From an optimization exercise on the open Yosys and OpenROAD flow, aimed at small area, a short achievable clock period and few clock cycles per item; shortcuts taken in it are not production practice. In this exercise RTL edits were held to simulation tests only and were not proved equivalent to the original.

==> flow/config.mk <==
export PLATFORM = sky130hd
export DESIGN_NAME = gamepad_velocity_command_mapper_top
export DESIGN_NICKNAME = gamepad_velocity_command_mapper_top
export VERILOG_FILES = /design/flow/design.v
export SDC_FILE = /design/flow/constraint.sdc
export NUM_CORES = 4
export LEC_CHECK = 0
export CAP_MARGIN = 20
export CORE_MARGIN = 2
export CORE_UTILIZATION = 40
export SLEW_MARGIN = 20
==> flow/constraint.sdc <==
create_clock -name core_clock -period 14.0 [get_ports {clk}]
set_input_delay 2.8000 -clock core_clock [delete_from_list [all_inputs] [get_ports {clk}]]
set_output_delay 2.8000 -clock core_clock [all_outputs]
set_load 0.01 [all_outputs]
==> flow/design.v <==
package gvcm_pkg;
    localparam int AXIS_W    = 16;
    localparam int BUTTON_W  = 6;
    localparam int FSTATE_W  = 4;
    localparam int HEADING_W = 16;
    localparam int VEL_W     = 17;
    localparam int YAW_W     = 16;
    localparam int DZ_W      = 17;
    localparam int IN_DATA_W  = 112;
    localparam int OUT_DATA_W = 72;
    localparam int XBITS   = 12;
    localparam int VAL_W   = 32;
    localparam int ANG_W   = 25;
    localparam int MUL_B_W = 21;
    localparam int MUL_P_W = VAL_W + MUL_B_W;
    localparam int STEP_W  = 5;
    localparam int SPEED_W = 4;
    localparam int CORDIC_STEPS = 18;
    localparam int GAIN_SPLIT   = 15;
    localparam int GAIN_SHIFT   = 30;
    localparam logic [MUL_B_W-1:0] INV_GAIN_HI = MUL_B_W'(19898);
    localparam logic [MUL_B_W-1:0] INV_GAIN_LO = MUL_B_W'(15210);
    localparam int DIV10_IN_W  = 20;
    localparam int DIV10_SHIFT = 23;
    localparam logic [MUL_B_W-1:0] DIV10_MUL = MUL_B_W'(838861);
    localparam logic [SPEED_W-1:0] SPEED_RESET = 4'd5;
    localparam logic [SPEED_W-1:0] SPEED_MIN   = 4'd1;
    localparam logic [SPEED_W-1:0] SPEED_MAX   = 4'd10;
    localparam logic [FSTATE_W-1:0] VSTATE_NEEDS_RESET = 4'd1;
    localparam logic [FSTATE_W-1:0] VSTATE_FLY_LO      = 4'd3;
    localparam logic [FSTATE_W-1:0] VSTATE_FLY_HI      = 4'd8;
    localparam int BTN_TAKEOFF = 0;
    localparam int BTN_TRIM    = 1;
    localparam int BTN_CAMERA  = 2;
    localparam int BTN_MODE    = 3;
    localparam int BTN_FASTER  = 4;
    localparam int BTN_SLOWER  = 5;
    typedef struct packed {
        logic camera;
        logic trim;
        logic land;
        logic takeoff;
        logic reset;
    } req_t;
    function automatic logic [ANG_W-1:0] atan_step(input logic [STEP_W-1:0] i);
        logic [ANG_W-1:0] r;
        begin
            case (i)
                5'd0:    r = ANG_W'(2097152);
                5'd1:    r = ANG_W'(1238021);
                5'd2:    r = ANG_W'(654136);
                5'd3:    r = ANG_W'(332050);
                5'd4:    r = ANG_W'(166669);
                5'd5:    r = ANG_W'(83416);
                5'd6:    r = ANG_W'(41718);
                5'd7:    r = ANG_W'(20860);
                5'd8:    r = ANG_W'(10430);
                5'd9:    r = ANG_W'(5215);
                5'd10:   r = ANG_W'(2608);
                5'd11:   r = ANG_W'(1304);
                5'd12:   r = ANG_W'(652);
                5'd13:   r = ANG_W'(326);
                5'd14:   r = ANG_W'(163);
                5'd15:   r = ANG_W'(81);
                5'd16:   r = ANG_W'(41);
                5'd17:   r = ANG_W'(20);
                default: r = '0;
            endcase
            atan_step = r;
        end
    endfunction
endpackage
module gamepad_velocity_command_mapper_top (
    input  logic                               clk,
    input  logic                               rst_n,
    input  logic                               cfg_wr_en,
    input  logic [gvcm_pkg::DZ_W-1:0]          cfg_wr_data,
    input  logic                               s_tvalid,
    output logic                               s_tready,
    input  logic [gvcm_pkg::IN_DATA_W-1:0]     s_tdata,
    input  logic                               s_tuser,
    output logic                               m_tvalid,
    input  logic                               m_tready,
    output logic [gvcm_pkg::OUT_DATA_W-1:0]    m_tdata,
    output logic                               m_tuser
);
    typedef enum logic [2:0] {
        ST_IDLE,
        ST_ROT,
        ST_GAIN,
        ST_SCALE,
        ST_FINISH
    } state_t;
    function automatic logic signed [16:0] dz17(input logic signed [16:0] v,
                                                input logic [16:0] th);
        logic signed [16:0] m;
        begin
            m = (v < 0) ? -v : v;
            dz17 = ($unsigned(m) < th) ? 17'sd0 : v;
        end
    endfunction
    state_t                             state_reg, state_next;
    logic [gvcm_pkg::STEP_W-1:0]        step_reg, step_next;
    logic [gvcm_pkg::DZ_W-1:0]          deadzone_reg, deadzone_next;
    logic [gvcm_pkg::SPEED_W-1:0]       speed_reg, speed_next;
    logic                               rel_mode_reg, rel_mode_next;
    logic [gvcm_pkg::BUTTON_W-1:0]      prev_btn_reg, prev_btn_next;
    logic [gvcm_pkg::FSTATE_W-1:0]      vstate_reg, vstate_next;
    logic [gvcm_pkg::HEADING_W-1:0]     heading_reg, heading_next;
    logic [gvcm_pkg::HEADING_W-1:0]     basis_reg, basis_next;
    logic signed [gvcm_pkg::VAL_W-1:0]   vx_reg, vx_next;
    logic signed [gvcm_pkg::VAL_W-1:0]   vy_reg, vy_next;
    logic signed [gvcm_pkg::VAL_W-1:0]   vz_reg, vz_next;
    logic signed [gvcm_pkg::VAL_W-1:0]   vw_reg, vw_next;
    logic signed [gvcm_pkg::ANG_W-1:0]   ang_reg, ang_next;
    logic signed [gvcm_pkg::MUL_P_W-1:0] acc_reg, acc_next;
    gvcm_pkg::req_t                      req_reg, req_next;
    logic                                fly_reg, fly_next;
    logic                                  m_tvalid_reg, m_tvalid_next;
    logic [gvcm_pkg::OUT_DATA_W-1:0]       m_tdata_reg, m_tdata_next;
    logic                                  m_tuser_reg, m_tuser_next;
    logic signed [gvcm_pkg::VAL_W-1:0]   mul_a;
    logic signed [gvcm_pkg::MUL_B_W-1:0] mul_b;
    logic signed [gvcm_pkg::MUL_P_W-1:0] mul_p;
    logic signed [15:0]                  in_ax, in_ay, in_up, in_down, in_yaw;
    logic [gvcm_pkg::BUTTON_W-1:0]       in_btn;
    logic [gvcm_pkg::FSTATE_W-1:0]       in_fstate;
    logic [gvcm_pkg::HEADING_W-1:0]      in_heading;
    logic signed [16:0]                  dx, dy, dzv, dw;
    logic [gvcm_pkg::BUTTON_W-1:0]       rise;
    logic                                flying;
    logic                                needs_reset;
    logic [gvcm_pkg::SPEED_W-1:0]        speed_up;
    logic signed [gvcm_pkg::VAL_W-1:0]   x0, y0;
    logic [gvcm_pkg::HEADING_W-1:0]      rot, rot_bias, resid;
    logic [1:0]                          quad;
    logic signed [gvcm_pkg::VAL_W-1:0]   sx, sy;
    logic signed [63:0]                  gain_sum;
    logic signed [gvcm_pkg::VAL_W-1:0]   sel, mag, scaled;
    logic [gvcm_pkg::DIV10_IN_W-1:0]     quot;
    logic                                out_free;
    assign in_ax      = s_tdata[15:0];
    assign in_ay      = s_tdata[31:16];
    assign in_up      = s_tdata[47:32];
    assign in_down    = s_tdata[63:48];
    assign in_yaw     = s_tdata[79:64];
    assign in_btn     = s_tdata[85:80];
    assign in_fstate  = s_tdata[89:86];
    assign in_heading = s_tdata[105:90];
    assign s_tready = (state_reg == ST_IDLE);
    assign m_tvalid = m_tvalid_reg;
    assign m_tdata  = m_tdata_reg;
    assign m_tuser  = m_tuser_reg;
    assign out_free = !m_tvalid_reg || m_tready;
    assign mul_p = mul_a * mul_b;
    always_comb
    begin
        dx  = dz17(17'(in_ax), deadzone_reg);
        dy  = dz17(17'(in_ay), deadzone_reg);
        dzv = dz17(17'(in_down) - 17'(in_up), deadzone_reg);
        dw  = dz17(17'(in_yaw), deadzone_reg);
        rise = in_btn & ~prev_btn_reg;
        flying = (vstate_reg >= gvcm_pkg::VSTATE_FLY_LO) &&
                 (vstate_reg <= gvcm_pkg::VSTATE_FLY_HI);
        needs_reset = (vstate_reg <= gvcm_pkg::VSTATE_NEEDS_RESET);
        speed_up = (rise[gvcm_pkg::BTN_FASTER] && (speed_reg < gvcm_pkg::SPEED_MAX)) ?
                   speed_reg + 4'd1 : speed_reg;
        rot      = heading_reg - basis_reg;
        rot_bias = rot + 16'd8192;
        quad     = rot_bias[15:14];
        resid    = rot - {quad, 14'b0};
        x0 = {{3{dx[16]}}, dx, 12'b0};
        y0 = {{3{dy[16]}}, dy, 12'b0};
    end
    always_comb
    begin
        state_next    = state_reg;
        step_next     = step_reg;
        deadzone_next = deadzone_reg;
        speed_next    = speed_reg;
        rel_mode_next = rel_mode_reg;
        prev_btn_next = prev_btn_reg;
        vstate_next   = vstate_reg;
        heading_next  = heading_reg;
        basis_next    = basis_reg;
        vx_next       = vx_reg;
        vy_next       = vy_reg;
        vz_next       = vz_reg;
        vw_next       = vw_reg;
        ang_next      = ang_reg;
        acc_next      = acc_reg;
        req_next      = req_reg;
        fly_next      = fly_reg;
        m_tvalid_next = m_tvalid_reg && !m_tready;
        m_tdata_next  = m_tdata_reg;
        m_tuser_next  = m_tuser_reg;
        mul_a         = '0;
        mul_b         = '0;
        sx            = vx_reg >>> step_reg;
        sy            = vy_reg >>> step_reg;
        gain_sum      = 64'(acc_reg) <<< gvcm_pkg::GAIN_SPLIT;
        quot          = '0;
        scaled        = '0;
        case (step_reg[2:1])
            2'd0:    sel = vx_reg;
            2'd1:    sel = vy_reg;
            2'd2:    sel = vz_reg;
            default: sel = vw_reg;
        endcase
        mag = sel[gvcm_pkg::VAL_W-1] ? -sel : sel;
        if (cfg_wr_en)
        begin
            deadzone_next = cfg_wr_data;
        end
        case (state_reg)
            ST_IDLE:
            begin
                if (s_tvalid)
                begin
                    if (s_tuser)
                    begin
                        vstate_next  = in_fstate;
                        heading_next = in_heading;
                    end
                    else
                    begin
                        req_next = '0;
                        if (rise[gvcm_pkg::BTN_TAKEOFF])
                        begin
                            if (needs_reset)
                                req_next.reset = 1'b1;
                            else if (flying)
                                req_next.land = 1'b1;
                            else
                                req_next.takeoff = 1'b1;
                        end
                        if (rise[gvcm_pkg::BTN_TRIM] && !flying)
                        begin
                            if (needs_reset)
                            begin
                                req_next.reset = 1'b1;
                            end
                            else
                            begin
                                req_next.trim = 1'b1;
                                basis_next    = heading_reg;
                            end
                        end
                        req_next.camera = rise[gvcm_pkg::BTN_CAMERA];
                        rel_mode_next = rel_mode_reg ^ rise[gvcm_pkg::BTN_MODE];
                        if (rise[gvcm_pkg::BTN_SLOWER])
                            speed_next = (speed_up > gvcm_pkg::SPEED_MIN) ?
                                         speed_up - 4'd1 : gvcm_pkg::SPEED_MIN;
                        else
                            speed_next = speed_up;
                        prev_btn_next = in_btn;
                        fly_next      = flying;
                        step_next     = '0;
                        vz_next = {{3{dzv[16]}}, dzv, 12'b0};
                        vw_next = {{3{dw[16]}}, dw, 12'b0};
                        if (!flying)
                        begin
                            vx_next    = '0;
                            vy_next    = '0;
                            vz_next    = '0;
                            vw_next    = '0;
                            state_next = ST_FINISH;
                        end
                        else if (rel_mode_next)
                        begin
                            case (quad)
                                2'd0:
                                begin
                                    vx_next = x0;
                                    vy_next = y0;
                                end
                                2'd1:
                                begin
                                    vx_next = y0;
                                    vy_next = -x0;
                                end
                                2'd2:
                                begin
                                    vx_next = -x0;
                                    vy_next = -y0;
                                end
                                default:
                                begin
                                    vx_next = -y0;
                                    vy_next = x0;
                                end
                            endcase
                            ang_next   = {resid[15], resid, 8'b0};
                            state_next = ST_ROT;
                        end
                        else
                        begin
                            vx_next    = x0;
                            vy_next    = y0;
                            state_next = ST_SCALE;
                        end
                    end
                end
            end
            ST_ROT:
            begin
                if (!ang_reg[gvcm_pkg::ANG_W-1])
                begin
                    vx_next  = vx_reg + sy;
                    vy_next  = vy_reg - sx;
                    ang_next = ang_reg - $signed(gvcm_pkg::atan_step(step_reg));
                end
                else
                begin
                    vx_next  = vx_reg - sy;
                    vy_next  = vy_reg + sx;
                    ang_next = ang_reg + $signed(gvcm_pkg::atan_step(step_reg));
                end
                if (step_reg == gvcm_pkg::STEP_W'(gvcm_pkg::CORDIC_STEPS - 1))
                begin
                    step_next  = '0;
                    state_next = ST_GAIN;
                end
                else
                begin
                    step_next = step_reg + 5'd1;
                end
            end
            ST_GAIN:
            begin
                mul_a = step_reg[1] ? vy_reg : vx_reg;
                mul_b = step_reg[0] ? $signed(gvcm_pkg::INV_GAIN_LO) :
                                      $signed(gvcm_pkg::INV_GAIN_HI);
                gain_sum = (64'(acc_reg) <<< gvcm_pkg::GAIN_SPLIT) + 64'(mul_p);
                if (!step_reg[0])
                    acc_next = mul_p;
                else if (step_reg[1])
                    vy_next = gain_sum[gvcm_pkg::GAIN_SHIFT +: gvcm_pkg::VAL_W];
                else
                    vx_next = gain_sum[gvcm_pkg::GAIN_SHIFT +: gvcm_pkg::VAL_W];
                if (step_reg[1:0] == 2'd3)
                begin
                    step_next  = '0;
                    state_next = ST_SCALE;
                end
                else
                begin
                    step_next = step_reg + 5'd1;
                end
            end
            ST_SCALE:
            begin
                if (!step_reg[0])
                begin
                    mul_a    = mag;
                    mul_b    = {{(gvcm_pkg::MUL_B_W - gvcm_pkg::SPEED_W){1'b0}}, speed_reg};
                    acc_next = mul_p;
                end
                else
                begin
                    mul_a  = {{(gvcm_pkg::VAL_W - gvcm_pkg::DIV10_IN_W){1'b0}},
                              acc_reg[gvcm_pkg::XBITS +: gvcm_pkg::DIV10_IN_W]};
                    mul_b  = $signed(gvcm_pkg::DIV10_MUL);
                    quot   = mul_p[gvcm_pkg::DIV10_SHIFT +: gvcm_pkg::DIV10_IN_W];
                    scaled = {{(gvcm_pkg::VAL_W - gvcm_pkg::DIV10_IN_W){1'b0}}, quot};
                    if (sel[gvcm_pkg::VAL_W-1])
                        scaled = -scaled;
                    case (step_reg[2:1])
                        2'd0:    vx_next = scaled;
                        2'd1:    vy_next = scaled;
                        2'd2:    vz_next = scaled;
                        default: vw_next = scaled;
                    endcase
                end
                if (step_reg[2:0] == 3'd7)
                begin
                    step_next  = '0;
                    state_next = ST_FINISH;
                end
                else
                begin
                    step_next = step_reg + 5'd1;
                end
            end
            ST_FINISH:
            begin
                if (out_free)
                begin
                    m_tvalid_next = 1'b1;
                    m_tuser_next  = fly_reg;
                    m_tdata_next  = {req_reg.camera, req_reg.trim, req_reg.land,
                                     req_reg.takeoff, req_reg.reset,
                                     vw_reg[gvcm_pkg::YAW_W-1:0],
                                     vz_reg[gvcm_pkg::VEL_W-1:0],
                                     vy_reg[gvcm_pkg::VEL_W-1:0],
                                     vx_reg[gvcm_pkg::VEL_W-1:0]};
                    state_next    = ST_IDLE;
                end
            end
            default:
            begin
                state_next = ST_IDLE;
            end
        endcase
    end
    always_ff @(posedge clk or negedge rst_n)
    begin
        if (!rst_n)
        begin
            state_reg    <= ST_IDLE;
            step_reg     <= '0;
            deadzone_reg <= '0;
            speed_reg    <= gvcm_pkg::SPEED_RESET;
            rel_mode_reg <= 1'b0;
            prev_btn_reg <= '0;
            vstate_reg   <= '0;
            heading_reg  <= '0;
            basis_reg    <= '0;
            m_tvalid_reg <= 1'b0;
        end
        else
        begin
            state_reg    <= state_next;
            step_reg     <= step_next;
            deadzone_reg <= deadzone_next;
            speed_reg    <= speed_next;
            rel_mode_reg <= rel_mode_next;
            prev_btn_reg <= prev_btn_next;
            vstate_reg   <= vstate_next;
            heading_reg  <= heading_next;
            basis_reg    <= basis_next;
            m_tvalid_reg <= m_tvalid_next;
        end
    end
    always_ff @(posedge clk)
    begin
        vx_reg      <= vx_next;
        vy_reg      <= vy_next;
        vz_reg      <= vz_next;
        vw_reg      <= vw_next;
        ang_reg     <= ang_next;
        acc_reg     <= acc_next;
        req_reg     <= req_next;
        fly_reg     <= fly_next;
        m_tdata_reg <= m_tdata_next;
        m_tuser_reg <= m_tuser_next;
    end
endmodule
==> flow/run.sh <==
#!/bin/bash
# synth_recipe.tcl (not shown) runs the flow's synth.tcl, then flattens the netlist and writes it again
# the make line also repeats each setting of config.mk as NAME=value (left out here)
make -C /OpenROAD-flow-scripts/flow DESIGN_CONFIG=/design/flow/config.mk WORK_HOME=/design/flow/orfs CLKGATE_MAP_FILE= SYNTH_SCRIPT=/design/flow/synth_recipe.tcl finish
==> summary.txt <==
Clock network
  • Later-pin clock latency in the skew report: 0.69 ns
  • Hold_buf cts: 0
  • H-tree levels: 2
  • Num CTS Buffers: 47
  • Max clock buf depth: 3
  • Clock Pin Slew Worst Setup and Hold Paths: 0.06 ns
  • CTS tree: built
  • Clk root buf: clkbuf_16
  • CTS Sinks: 352

Floorplan
  • Chip Width: around 370 um
  • Initial core utilization: 40.21%
  • Rows: around 130
  • Die ar.: 136900 sq um
  • Placeable Area: 133300 sq um
  • Boundary Pins: between 200 and 250
  • Height of the die: 370.0 um

Timing
  • Tmin final: 13.54 ns
  • Setup TNS Final: 0 ns
  • Worst Tran Pin Value: 1.094 ns
  • Layout Skew: slightly below 0.06 ns
  • Max-slew violation count: 0
  • Worst slew margin: 26.30%
  • Final Cycle Share: 96.70%
  • Hold Fails Final Rpt: 0
  • Fmax achieved: 73.86 MHz
  • Finish-stage setup viols: 0

Detailed routing
  • Final wirelength: 207300 um
  • DR DRC count: 0
  • Total iterations of the first detailed-routing run: 8
  • Wirelength per Cell: 26.07 um
  • Starting DRT DRC Count: around 4700
  • Antenna-violating nets left: 0
  • Vias after detailed routing: 46376
  • Vias per cell: between 5 and 6

Setup path
  • Worst Setup End Kind: flip-flop
  • WP depth: 48
  • Setup CP Type: flip-flop to flip-flop
  • CP Launch Type: flip-flop
  • WP data required: between 10 and 15 ns
  • Critical-path top delay cell: dfrtp_4
  • Top cell by count, worst path: fa_1
  • R2R depth: 48
  • Worst Path Arrival: 13.98 ns
  • Max incr delay on CP: 0.63 ns
  • CP delay by family, top: adder cells
  • CP max FO: 13
  • Bufs and invs on worst path: 7

Final layout
  • Share of cells above drive strength 1: 9.025%
  • Fin nets: 7254
  • Fin area: 60370 sq um
  • Fill cell count: 12960
  • Max reg flops: 72
  • Area grow syn2layout: 12.66%

Synth
  • Synthesized area: 53590 sq um
  • Post-synth ARST share: 20.74%
  • Synth area leaders: fa_1 21%, edfxtp_1 16%, ha_1 9.7%, inv_1 6.1%, nand2_1 4.3%
  • Count leader, synth: inv_1
  • Synth Instances: between 5000 and 6000
  • Avg Inst Size Synth: roughly 9 sq um
  • Yosys cell types: 100
  • Top cells by count, synth: 871 x inv_1, 607 x nand2_1, 557 x fa_1
  • Number of synthesized flops with an enable pin: about 280
  • Synth warn: 1
  • Ys flop type: edfxtp_1
  • Area leader, netlist: fa_1
  • Share of the synthesized area in the top cell type: about a fifth
  • Synthesis-stage register bit count: between 300 and 400
  • Sequential area share after synthesis: 19.05%

Hold path
  • Hold WC Path Type: flip-flop to flip-flop
  • Hold Path Depth: 0

Placed design
  • DPL Wire Length: 169300 um
  • Port Buffers: 203
  • RD Place Congestion: about 1.0
  • Placed cell area: ~59000 sq um

Global routing
  • First-pass GRT wire length: 303200 um
  • GRT Residual Overflow: 0
  • Initial antenna violation count: 7
  • All-layer global routing usage: 29.93%
  • Largest net degree at the start of global routing: 68
  • Vias in the first global route: 45881

Run
  • Max_cap viols: 0

Outcome
  • Status: finished clean
path summary, 6_finish.rpt:
| kind | start | to | slack, ns |
|---|---|---|---|
| worst max-delay path | step_reg[1]$_DFFE_PN0P_ | vx_reg[28]$_DFFE_PP_ | 0.46 |
| worst min-delay path | req_reg[3]$_SDFFCE_PN0P_ | m_tdata_reg[70]$_DFFE_PP_ | 0.42 |
| worst max register to register | step_reg[1]$_DFFE_PN0P_ | vx_reg[28]$_DFFE_PP_ | 0.46 |
| worst min register to register | req_reg[3]$_SDFFCE_PN0P_ | m_tdata_reg[70]$_DFFE_PP_ | 0.42 |
| max in group asynchronous | rst_n | step_reg[2]$_DFFE_PN0P_ | 10.82 |
| min in group asynchronous | rst_n | heading_reg[1]$_DFFE_PN0P_ | 2.04 |
metal layers:
layer  share of wire [%]  vias up  track usage (%)
met3                 8.6      464            5.452
met2                  45     2174            47.70
met4                 5.9        2            14.97
met1                  40    22974            39.03
li1                    -    20762                -
met5              0.0058        -                0
cells by family (layout without fill, tap and decap cells):
family	after synthesis	count (layout)	synth area share, %
and+or+nand+nor	1523	1523	13.18
AOI/OAI and AO/OA	1290	1290	15.70
buffers and inverters	1125	1368	8.057
adders and majority gates	973	973	30.52
xor gates and xnor gates	372	372	6.105
DFF	352	352	19.05
muxes	264	264	7.373
other	2	42	0.01401
cells in the final DEF, fill, tap and decap left out, drive strengths merged, types with 48 or more instances in the layout:
cell | netlist | layout
dfrtp | 71 | 71
nor2 | 352 | 352
inv | 873 | 878
nor3 | 94 | 94
clkbuf | 184 | 54
nand2 | 607 | 607
mux4 | 96 | 96
mux2 | 86 | 86
xor2 | 130 | 130
edfxtp | 279 | 279
nor2b | 54 | 54
or3 | 51 | 51
o21ai | 284 | 284
nand2b | 58 | 58
clkdlybuf4s50 | 0 | 202
nand3 | 83 | 83
ha | 416 | 416
o211ai | 48 | 48
mux2i | 82 | 82
fa | 557 | 557
a31oi | 64 | 64
a21oi | 340 | 340
xnor2 | 241 | 241
buf | 68 | 207
a21o | 132 | 132
what timing repair did:
item | 4_1_cts | 5_1_grt
hold endpoints to repair | 0 | 0
buffers inserted | 0 | 11
endpoints found under the setup margin | 0 | 19
resized for setup | 0 | 7
cell type report:
class	instances	area [sq um]	share of cell area, %
Sequential cell	352	10220	16.93
Clock buffer	54	1222	2.025
Timing Repair Buffer	409	3665	6.070
Tap cell	1768	2212	3.664
Multi-Input combinational cell	4463	39380	65.23
Antenna cell	1	2.502	0.004145
Inverter	873	3277	5.428
Clock inverter	32	394.1	0.6528
metrics by stage:
stage	hold WS, ns	cells	setup WS, ns	utilization (%)
after floorplan	0.4003	5940	1.386	-
after global placement	0.4072	7851	0.4264	43.93
after detailed placement	0.4066	7851	0.2741	43.94
after CTS	0.4173	7937	0.2421	45.15
after global routing	0.4271	7951	-0.01442	45.29
final	0.4152	7952	0.4615	45.30
worst reg2reg max path, delay by kind of cell, from the launching register on:
| kind | cells | cell delay [ns] |
|---|---|---|
| adders and majority gates | 9 | 4.31 |
| AOI/OAI and AO/OA | 18 | 3.67 |
| and+or+nand+nor | 10 | 2.74 |
| buffers and inverters | 7 | 0.73 |
| xor gates and xnor gates | 3 | 0.68 |
| DFF | 1 | 0.63 |
| muxes | 1 | 0.56 |
Testbench counts, summed over its fixed seeds: cycles 41,340, items 2,400.

==> separate check: timing with driven ports <==
How much do the figures lean on ideal ports? The routed layout below was timed once more, with nothing changed but the port constraints. Step 1 assumes that a clkbuf_16 drives the clock port and a buf_2 every other input. Step 2 times the ports against the registers' clock, not the clock port: input delays grow and output delays shrink by t, the midpoint of the rising clock arrivals with the driver on. a / b / c = no drivers / after step 1 / after step 2; a / b = the first two.
shift t [ns]: 0.739
slack for setup (ns): 0.462 / 0.462 / 0.462
slew at the worst register clock pin (ns): 0.08 / 0.08
After both steps this run still meets setup and hold. The setup slack of this run moves by 0.000 ns with the drivers and by 0.000 ns with both steps.
